What follows belongs to an exercise in optimizing a design on an open flow for a short achievable clock period and few clock cycles; a production flow would make more cautious choices.
Where RTL was checked, it was by simulation tests only, not by an equivalence proof against the original.
Power is estimated from default activity; no workload was simulated.

Setup of v6:
## core_top
module core_top (
    input  logic        clk,
    input  logic        rst,
    output logic [19:0] rom_addr,
    input  logic [7:0]  rom_data,
    output logic        mem_en,
    output logic        mem_we,
    output logic [19:0] mem_addr,
    output logic [15:0] mem_wdata,
    input  logic [15:0] mem_rdata,
    output logic        halted
);
Size: ~1900 cells after synthesis, roughly 390 flip-flops, ~85 I/O pins, about 20000 um2 of cells after synthesis.
Settings: LEC_CHECK=0, ABC_CLOCK_PERIOD_IN_PS=2500, CAP_MARGIN=20, CORE_MARGIN=2, CORE_UTILIZATION=40, SLEW_MARGIN=20; clock period 8.0 ns.
standard.sh (not shown) runs the stock make flow with config.mk's settings and CLKGATE_MAP_FILE= SYNTH_SCRIPT=/design/flow/synth_recipe.tcl, a recipe that flattens the netlist after the stock synthesis.
==> flow/flow/run.sh <==
#!/bin/bash
# The standard layout, with timing repair aimed at a setup slack of 6.0 ns.
set -euo pipefail
bash standard.sh SETUP_SLACK_MARGIN=6.0 finish > make_finish.log 2>&1
Testbench counts of v6, summed over its fixed seeds: cycles 31,983.
#### Input delta (v7 over v6)
--- a/flow/design.v
+++ b/flow/design.v
@@ -268,38 +268,35 @@
             bv = bv | ({8{sb[j]}} & regs[j][7:0]) | ({8{sb[j + 4]}} & regs[j][15:8]);
         end
         ewv = wv | {bv, bv} | ({16{u_imm}} & u_k);
     end
     logic [15:0] sp;
     logic [15:0] sp_n;
     logic        sp_step;
     logic [15:0] a1r, a2r, a1, a2;
     logic        fw_a1, fw_a2;
     logic [15:0] t;
     logic        hlt_now;
     logic [15:0] pc_1, pc_2;
-    logic [15:0] rom_pc_1, rom_pc_2;
-    assign rom_pc_1 = {pc[15:1] + 15'(pc[0]), !pc[0]};
-    assign rom_pc_2 = {pc[15:1] + 15'd1, pc[0]};
     logic        halted_n;
     assign halted_n = halted ||
                       ((hlt_now || hlt_seen) && !d_mem && !(u_valid && u_mem) && !m_mem);
     assign pc_1 = pc + 16'd1;
     assign pc_2 = pc + 16'd2;
     assign sp      = regs[4];
     assign sp_step = go & (u_push | u_pop);
     logic [15:0] sp_m2, sp_p2;
     assign sp_m2   = sp - 16'd2;
     assign sp_p2   = sp + 16'd2;
-    assign sp_n    = ({16{u_push}} & sp_m2) | ({16{!u_push}} & sp_p2);
+    assign sp_n    = u_push ? sp_m2 : sp_p2;
     assign a1r   = ({16{u_bx}} & regs[3]) | ({16{u_bp}} & regs[5]) | ({16{u_sp}} & regs[4]);
     assign a2r   = ({16{u_si}} & regs[6]) | ({16{u_di}} & regs[7]);
     assign fw_a1 = (u_bx & ld3_m[3]) | (u_bp & ld3_m[5]);
     assign fw_a2 = (u_si & ld3_m[6]) | (u_di & ld3_m[7]);
     assign a1    = fw_a1 ? mem_rdata : a1r;
     assign a2    = fw_a2 ? mem_rdata : a2r;
     assign t     = m_s + m_c;
     logic        b_last;
     assign b_last  = (role == R_OP    && !(p_mr | p_d1 | p_d2)) ||
                      (role == R_MODRM && !(p_nd1 | p_nd2)) ||
                      (role == R_D0    && !need2) ||
                      (role == R_D1);
@@ -351,25 +348,25 @@
                 role    <= role_n;
                 disc    <= disc_n;
                 u_valid <= n_valid;
                 u_wlo   <= n_wlo;
                 u_whi   <= n_whi;
                 if (d_hlt) begin
                     fe_done <= 1'b1;
                 end
             end
             if (hlt_now) begin
                 hlt_seen <= 1'b1;
             end
-            rom_pc <= stall ? pc : (skip ? rom_pc_2 : rom_pc_1);
+            rom_pc <= stall ? pc : (skip ? pc_2 : pc_1);
             ld1_m  <= (go && (u_load || u_pop)) ? onehot(u_dst) : 8'h00;
             ld2_m  <= ld1_m;
             ld3_m  <= ld2_m;
             m_mem  <= go && u_mem;
             mem_en <= m_mem;
             halted   <= halted_n;
         end
     end
     always_ff @(posedge clk) begin
         if (!stall) begin
             b       <= rom_data;
             p_mr    <= rom_data[7:2] == 6'b100010;
Notes after the runs:
v7 vs. v6: number of well taps now sits lower, period utilization essentially unchanged, number of nets at the end of the flow picked up an extra 46, final instance count without filler cells climbed 1.1%, clock network fraction of design power increased 6.9 points.
Compared with v6, v7 shows a higher area of combinational cells with multiple inputs.
Sequential portion of the cell area: v7 vs v6 down 2.1 points
Row global routing usage summed across all routing layers: v7 higher / v6 lower
On v7: clock period minus worst slack is 6.2 ps higher than what v6 gave.
The worst setup slack after layout of v7 was inferior to that of v6.
Sequential-cell power consumption was higher in the run labelled v6.
v7 ended with less power than v6.
v6 was smaller in final cell area than v7.
For v7, only the layout was checked, not whether the RTL still works.

[static timing again, ports no longer ideal]
In the flow no input, the clock included, has a driving cell. The finished layouts below were timed again as built, in two steps.
Step 1: set_driving_cell puts a clkbuf_16 on clk and a buf_2 on each other input, an assumption about the parent block.
Step 2 moves the port delays by t, midway between the first and last clock arrival at a register: inputs arrive t later, outputs are due t later. That takes back most of the time a late clock gives input paths.
Three values: ideal, step 1, step 2; two values: the first two.
run | t, ns | setup WS [ns] | worst setup path at the end | pins driven straight from the clock port
v6 | 0.643 | 5.275 / 5.217 / 4.950 | input to register | 1
v7 | 0.635 | 5.269 / 5.215 / 4.711 | input to register | 1
After both steps every run listed still meets setup and hold. The setup slack of v7, which loses most, moves by -0.054 ns with the drivers and by -0.558 ns with both steps.
